Context: an optimization exercise on an open-source flow, tuned for small area, a short achievable clock period and few clock cycles per item. The choices shown serve that exercise and are no tape-out recipe.
Function was checked by simulation only, so behaviour that the tests miss may differ from the original.

JK:
==> flow/design.v <==
package mmu_bounds_guard_pkg;
  localparam int ADDR_W_DEF = 26;
  localparam int SEL_W_DEF  = 4;
  localparam int NSEG_DEF   = 11;
  function automatic int levels(input int n);
    levels = (n <= 1) ? 0 : (n <= 2) ? 1 : (n <= 4) ? 2 : (n <= 8) ? 3 :
             (n <= 16) ? 4 : (n <= 32) ? 5 : 6;
  endfunction
endpackage
module mmu_bounds_table
#(
  parameter int ADDR_W = mmu_bounds_guard_pkg::ADDR_W_DEF,
  parameter int SEL_W  = mmu_bounds_guard_pkg::SEL_W_DEF,
  parameter int NSEG   = mmu_bounds_guard_pkg::NSEG_DEF
) (
  input  logic              clk,
  input  logic              rst,
  input  logic              we,
  input  logic [SEL_W-1:0]  sel,
  input  logic [31:0]       lower,
  input  logic [31:0]       upper,
  output logic [SEL_W-1:0]  active_sel,
  output logic              live,
  output logic              written,
  output logic [ADDR_W-1:0] lo,
  output logic [ADDR_W-1:0] hi,
  output logic              hi_big
);
  logic [SEL_W-1:0]  act_q;
  logic              live_q;
  logic              written_q;
  logic [ADDR_W-1:0] lo_q;
  logic [ADDR_W-1:0] hi_q;
  logic              hi_big_q;
  always_ff @(posedge clk or posedge rst) begin
    if (rst) begin
      act_q     <= '0;
      live_q    <= 1'b0;
      written_q <= 1'b0;
    end else if (we) begin
      act_q     <= sel;
      live_q    <= (32'(sel) < NSEG) && (lower[31:ADDR_W] == '0);
      written_q <= 1'b1;
    end
  end
  always_ff @(posedge clk) begin
    if (we) begin
      lo_q     <= lower[ADDR_W-1:0];
      hi_q     <= upper[ADDR_W-1:0];
      hi_big_q <= upper[31:ADDR_W] != '0;
    end
  end
  assign active_sel = act_q;
  assign live       = live_q;
  assign written    = written_q;
  assign lo         = lo_q;
  assign hi         = hi_q;
  assign hi_big     = hi_big_q;
endmodule
module mmu_bounds_check
#(
  parameter int W = mmu_bounds_guard_pkg::ADDR_W_DEF
) (
  input  logic [W-1:0] an,
  input  logic [W-1:0] lo,
  input  logic [W-1:0] hi,
  input  logic         hi_big,
  input  logic         live,
  input  logic         written,
  output logic         pass
);
  localparam int LV = mmu_bounds_guard_pkg::levels(W);
  logic [W-1:0] g_lo, l_lo;
  logic [W-1:0] g_hi, l_hi;
  for (genvar i = 0; i < W; i++) begin : g_bit
    mmu_bounds_nor2  u_g_lo (.a(an[i]), .b(lo[i]), .y(g_lo[i]));
    mmu_bounds_nand2 u_l_lo (.a(an[i]), .b(lo[i]), .y(l_lo[i]));
    mmu_bounds_nand2 u_g_hi (.a(hi[i]), .b(an[i]), .y(g_hi[i]));
    mmu_bounds_nor2  u_l_hi (.a(hi[i]), .b(an[i]), .y(l_hi[i]));
  end
  logic rl_lo, rl_hi;
  mmu_bounds_lt_tree #(.W(W), .KIND_A(1)) u_t_lo (.g(g_lo), .l(l_lo), .rl(rl_lo));
  mmu_bounds_lt_tree #(.W(W), .KIND_A(0)) u_t_hi (.g(g_hi), .l(l_hi), .rl(rl_hi));
  localparam bit ROOT_A_LO = (LV % 2 == 0);
  localparam bit ROOT_A_HI = (LV % 2 == 1);
  logic ge_lo, ge_hi, zero;
  assign ge_lo = ROOT_A_LO ? rl_lo : ~rl_lo;
  assign ge_hi = ROOT_A_HI ? rl_hi : ~rl_hi;
  mmu_bounds_and_all #(.W(W)) u_zero (.a(an), .y(zero));
  assign pass = (~written & zero) | (live & ge_lo & (hi_big | ge_hi));
endmodule
module mmu_bounds_lt_tree
#(
  parameter int W      = mmu_bounds_guard_pkg::ADDR_W_DEF,
  parameter bit KIND_A = 1'b1
) (
  input  logic [W-1:0] g,
  input  logic [W-1:0] l,
  output logic         rl
);
  localparam int LV = mmu_bounds_guard_pkg::levels(W);
  logic [W-1:0] gl [LV+1];
  logic [W-1:0] ll [LV+1];
  assign gl[0] = g;
  assign ll[0] = l;
  for (genvar k = 1; k <= LV; k++) begin : g_lvl
    localparam int N = (W + (1 << (k - 1)) - 1) >> (k - 1);   
    localparam bit A = KIND_A ^ ((k - 1) % 2 == 1);            
    for (genvar i = 0; i < N / 2; i++) begin : g_node
      if (A) begin : g_a
        mmu_bounds_node_a u_n (.g1(gl[k-1][2*i+1]), .l1(ll[k-1][2*i+1]),
                               .g0(gl[k-1][2*i]),   .l0(ll[k-1][2*i]),
                               .g(gl[k][i]), .l(ll[k][i]));
      end else begin : g_b
        mmu_bounds_node_b u_n (.g1(gl[k-1][2*i+1]), .l1(ll[k-1][2*i+1]),
                               .g0(gl[k-1][2*i]),   .l0(ll[k-1][2*i]),
                               .g(gl[k][i]), .l(ll[k][i]));
      end
    end
    if (N % 2 == 1) begin : g_odd
      mmu_bounds_inv u_ig (.a(gl[k-1][N-1]), .y(gl[k][N/2]));
      mmu_bounds_inv u_il (.a(ll[k-1][N-1]), .y(ll[k][N/2]));
    end
    if (N / 2 + N % 2 < W) begin : g_unused
      assign gl[k][W-1:N/2+N%2] = '0;
      assign ll[k][W-1:N/2+N%2] = '0;
    end
  end
  assign rl = ll[LV][0];
endmodule
module mmu_bounds_node_a (
  input  logic g1,
  input  logic l1,
  input  logic g0,
  input  logic l0,
  output logic g,
  output logic l
);
  assign g = ~(g1 | (l1 & g0));
  assign l = ~(l1 & (g1 | l0));
endmodule
module mmu_bounds_node_b (
  input  logic g1,
  input  logic l1,
  input  logic g0,
  input  logic l0,
  output logic g,
  output logic l
);
  assign g = ~(g1 & (l1 | g0));
  assign l = ~(l1 | (g1 & l0));
endmodule
module mmu_bounds_and_all
#(
  parameter int W = mmu_bounds_guard_pkg::ADDR_W_DEF
) (
  input  logic [W-1:0] a,
  output logic         y
);
  assign y = &a;
endmodule
module mmu_bounds_inv (
  input  logic a,
  output logic y
);
  assign y = ~a;
endmodule
module mmu_bounds_nor2 (
  input  logic a,
  input  logic b,
  output logic y
);
  assign y = ~(a | b);
endmodule
module mmu_bounds_nand2 (
  input  logic a,
  input  logic b,
  output logic y
);
  assign y = ~(a & b);
endmodule
module mmu_bounds_nand3 (
  input  logic a,
  input  logic b,
  input  logic c,
  output logic y
);
  assign y = ~(a & b & c);
endmodule
module mmu_bounds_mux2i
#(
  parameter int W = 1
) (
  input  logic [W-1:0] a,
  input  logic [W-1:0] b,
  input  logic         s,
  output logic [W-1:0] y
);
  assign y = ~(s ? b : a);
endmodule
module mmu_bounds_guard
#(
  parameter int ADDR_W = mmu_bounds_guard_pkg::ADDR_W_DEF,
  parameter int SEL_W  = mmu_bounds_guard_pkg::SEL_W_DEF,
  parameter int NSEG   = mmu_bounds_guard_pkg::NSEG_DEF
) (
  input  logic              clk,
  input  logic              rst,
  input  logic              we,
  input  logic [SEL_W-1:0]  sel,
  input  logic [31:0]       lower,
  input  logic [31:0]       upper,
  input  logic              req_valid,
  output logic              req_ready,
  input  logic [ADDR_W-1:0] req_addr,
  input  logic              req_wr,
  output logic              mem_valid,
  input  logic              mem_ready,
  output logic [ADDR_W-1:0] mem_addr,
  output logic              mem_wr,
  output logic              exc,
  output logic [ADDR_W-1:0] exc_addr,
  output logic [SEL_W-1:0]  exc_sel,
  input  logic              exc_ack
);
  logic [SEL_W-1:0]  act;
  logic              live;
  logic              written;
  logic [ADDR_W-1:0] lo;
  logic [ADDR_W-1:0] hi;
  logic              hi_big;
  mmu_bounds_table #(
    .ADDR_W (ADDR_W),
    .SEL_W  (SEL_W),
    .NSEG   (NSEG)
  ) u_table (
    .clk        (clk),
    .rst        (rst),
    .we         (we),
    .sel        (sel),
    .lower      (lower),
    .upper      (upper),
    .active_sel (act),
    .live       (live),
    .written    (written),
    .lo         (lo),
    .hi         (hi),
    .hi_big     (hi_big)
  );
  logic              v_q;
  logic              pass_q;
  logic              chk_q;
  logic              busy_q;
  logic [ADDR_W-1:0] addr_q;
  logic              wr_q;
  logic [SEL_W-1:0]  sel_q;
  logic              free;
  logic              same;
  logic [ADDR_W-1:0] an;
  logic              pass;
  logic n_mv, n_ex;
  mmu_bounds_nand3 u_n_mv (.a(v_q), .b(pass_q),  .c(mem_ready), .y(n_mv));
  mmu_bounds_nand3 u_n_ex (.a(v_q), .b(!pass_q), .c(exc_ack),   .y(n_ex));
  mmu_bounds_nand3 u_rdy  (.a(busy_q), .b(n_mv), .c(n_ex), .y(req_ready));
  assign free = !busy_q || (v_q && (pass_q ? mem_ready : exc_ack));
  assign same = we && (sel == act);
  mmu_bounds_mux2i #(.W(ADDR_W)) u_amux (.a(req_addr), .b(addr_q), .s(chk_q), .y(an));
  mmu_bounds_check #(.W(ADDR_W)) u_check (
    .an     (an),
    .lo     (lo),
    .hi     (hi),
    .hi_big (hi_big),
    .live    (live),
    .written (written),
    .pass   (pass)
  );
  always_ff @(posedge clk or posedge rst) begin
    if (rst) begin
      v_q    <= 1'b0;
      chk_q  <= 1'b0;
      busy_q <= 1'b0;
    end else if (chk_q) begin
      v_q    <= 1'b1;
      chk_q  <= 1'b0;
    end else if (free) begin
      v_q    <= req_valid && !same;
      chk_q  <= req_valid && same;
      busy_q <= req_valid;
    end
  end
  always_ff @(posedge clk) begin
    if (chk_q || free) begin
      pass_q <= pass;
    end
    if (free) begin
      addr_q <= req_addr;
      wr_q   <= req_wr;
      sel_q  <= act;
    end
  end
  assign mem_valid = v_q && pass_q;
  assign mem_addr  = addr_q;
  assign mem_wr    = wr_q;
  assign exc       = v_q && !pass_q;
  assign exc_addr  = addr_q;
  assign exc_sel   = sel_q;
endmodule
export LEC_CHECK = 0
export CAP_MARGIN = 20
export CORE_MARGIN = 2
export CORE_UTILIZATION = 45
export CTS_CLUSTER_DIAMETER = 100
export CTS_CLUSTER_SIZE = 20
export SETUP_SLACK_MARGIN = 2.8
export SLEW_MARGIN = 20
export SYNTH_HIERARCHICAL = 1
create_clock -name core_clock -period 5.5 [get_ports {clk}]
standard.sh (not shown) runs the stock make flow with config.mk's settings and CLKGATE_MAP_FILE= SYNTH_SCRIPT=/design/flow/synth_recipe.tcl, a recipe that flattens the netlist after the stock synthesis.
==> flow/flow/run.sh <==
#!/bin/bash
# Standard ORFS layout, with plain buf_1 cells on the ports instead of the
# delay buffers buffer_ports picks by default, and the delay-cell families
# kept out of the post-synthesis repairs. Synthesis is the standard one.
set -euo pipefail
PLAT_DONT_USE=$(make -s -C "$FLOW_HOME" DESIGN_CONFIG="$FLOW_CONFIG" print-DONT_USE_CELLS 2>/dev/null | sed -n 's/^DONT_USE_CELLS: //p')
EXTRA="sky130_fd_sc_hd__clkdlybuf4s15_1 sky130_fd_sc_hd__clkdlybuf4s15_2 sky130_fd_sc_hd__clkdlybuf4s18_1 sky130_fd_sc_hd__clkdlybuf4s18_2 sky130_fd_sc_hd__clkdlybuf4s25_1 sky130_fd_sc_hd__clkdlybuf4s25_2 sky130_fd_sc_hd__clkdlybuf4s50_1 sky130_fd_sc_hd__clkdlybuf4s50_2 sky130_fd_sc_hd__dlygate4sd1_1 sky130_fd_sc_hd__dlygate4sd2_1 sky130_fd_sc_hd__dlygate4sd3_1 sky130_fd_sc_hd__dlymetal6s2s_1 sky130_fd_sc_hd__dlymetal6s4s_1 sky130_fd_sc_hd__dlymetal6s6s_1"
echo "platform dont_use: $PLAT_DONT_USE" > flow_vars.log
bash standard.sh synth > synth.log 2>&1
bash standard.sh "BUFFER_PORTS_ARGS=-buffer_cell sky130_fd_sc_hd__buf_1" "POST_FLOORPLAN_TCL=$PWD/flow/downsize.tcl" "DONT_USE_CELLS=$PLAT_DONT_USE $EXTRA" finish > layout.log 2>&1
==> flow/flow/downsize.tcl <==
# Post-floorplan hook: set every combinational cell that synthesis mapped
# at a larger drive strength back to drive 1 (same function), so that the
# repair steps that follow upsize only what timing needs. Registers, ties
# and buffers are left alone.
set db [ord::get_db]
set n 0
foreach inst [[ord::get_db_block] getInsts] {
  set m [[$inst getMaster] getName]
  if {[regexp {^sky130_fd_sc_hd__(a21oi|o21ai|a21o|o21a|nand2|nor2|nand3|nor3|nand4|nor4|a22oi|o22ai|a211oi|o211ai|a31oi|o31ai|mux2i|xor2|xnor2|inv)_(2|4)$} $m -> fam drv]} {
    set small [$db findMaster sky130_fd_sc_hd__${fam}_1]
    if {$small ne "NULL" && $small ne ""} {
      $inst swapMaster $small
      incr n
    }
  }
}
puts "downsize.tcl: set $n cells to drive 1"
Testbench counts of JK, summed over its fixed seeds: cycles 16,058, items 16,000.
Here is what was changed in the inputs of MS compared with JK.
- CTS_CLUSTER_DIAMETER no longer set, was 100
- CTS_CLUSTER_SIZE no longer set, was 20
--- a/flow/flow/run.sh
+++ b/flow/flow/run.sh
@@ -8,3 +8,3 @@
 echo "platform dont_use: $PLAT_DONT_USE" > flow_vars.log
 bash standard.sh synth > synth.log 2>&1
-bash standard.sh "BUFFER_PORTS_ARGS=-buffer_cell sky130_fd_sc_hd__buf_1" "POST_FLOORPLAN_TCL=$PWD/flow/downsize.tcl" "DONT_USE_CELLS=$PLAT_DONT_USE $EXTRA" finish > layout.log 2>&1
+bash standard.sh "BUFFER_PORTS_ARGS=-buffer_cell sky130_fd_sc_hd__buf_1" "POST_FLOORPLAN_TCL=$PWD/flow/downsize.tcl" "RECOVER_POWER=100" "DONT_USE_CELLS=$PLAT_DONT_USE $EXTRA" finish > layout.log 2>&1
[summary]
- | MS | all stages done | FAIL | capacitance limit, slew limit |
- Any difference in average routed wire per standard cell between MS and JK is small enough to ignore.
- Summary of MS over JK: fmax lost 100 MHz; design area neither gained nor lost much.
For AL, these inputs were changed with respect to MS:
--- a/flow/flow/run.sh
+++ b/flow/flow/run.sh
@@ -8,3 +8,3 @@
 echo "platform dont_use: $PLAT_DONT_USE" > flow_vars.log
 bash standard.sh synth > synth.log 2>&1
-bash standard.sh "BUFFER_PORTS_ARGS=-buffer_cell sky130_fd_sc_hd__buf_1" "POST_FLOORPLAN_TCL=$PWD/flow/downsize.tcl" "RECOVER_POWER=100" "DONT_USE_CELLS=$PLAT_DONT_USE $EXTRA" finish > layout.log 2>&1
+bash standard.sh "BUFFER_PORTS_ARGS=-buffer_cell sky130_fd_sc_hd__buf_1" "POST_FLOORPLAN_TCL=$PWD/flow/downsize.tcl" "CTS_ARGS=-sink_clustering_enable -repair_clock_nets -sink_clustering_size 24 -sink_clustering_max_diameter 120 -sink_buffer_max_cap_derate 1.0 -buf_list sky130_fd_sc_hd__clkbuf_8" "DONT_USE_CELLS=$PLAT_DONT_USE $EXTRA" finish > layout.log 2>&1
### Flow results
- Every run in MS and AL closed cleanly, with the single exception of MS.
- MS finished all stages; however, its layout fails the closing checks, the failures being capacitance limit, slew limit.
- As far as number of iterations in the first detailed-routing pass goes, MS and AL are indistinguishable; the numbers are identical.
- Post-detailed-route via-to-cell ratio delta (AL -> MS): insignificant
- AL vs MS — number of clock buffers in the layout dropped 1.
- Total wire length after detailed routing of MS is on par with AL.
- Total non-filler cell area in the finished layout of MS is on par with AL.

==> what the ideal ports hide <==
The results above use ideal ports. As a check the final layouts listed here were re-extracted and re-timed, cells and wires unchanged. Step 1 assumes that a clkbuf_16 drives the clock port and a buf_2 every other input. Step 2, shift: input delay + t, output delay - t, t = (earliest + latest rising clock arrival at the registers) / 2. This alone moves slack from input paths to output paths. a / b / c = ideal / step 1 / step 2; a / b = the first two.
| run | shift t [ns] | setup slack, ns | worst register clock-pin slew, ns | worst data-port slew with drivers (ns) | pins driven straight from the clock port |
|---|---|---|---|---|---|
| JK | 0.377 | 2.892 / 2.870 / 2.591 | 0.09 / 0.09 | 0.05 | 1 |
| MS | 0.378 | 1.938 / 1.938 / 1.560 | 0.09 / 0.09 | 0.05 | 1 |
| AL | 0.377 | 2.892 / 2.870 / 2.590 | 0.09 / 0.09 | 0.05 | 1 |
For MS, which loses most, drivers alone change the setup slack by 0.000 ns; drivers and shift together by -0.378 ns.
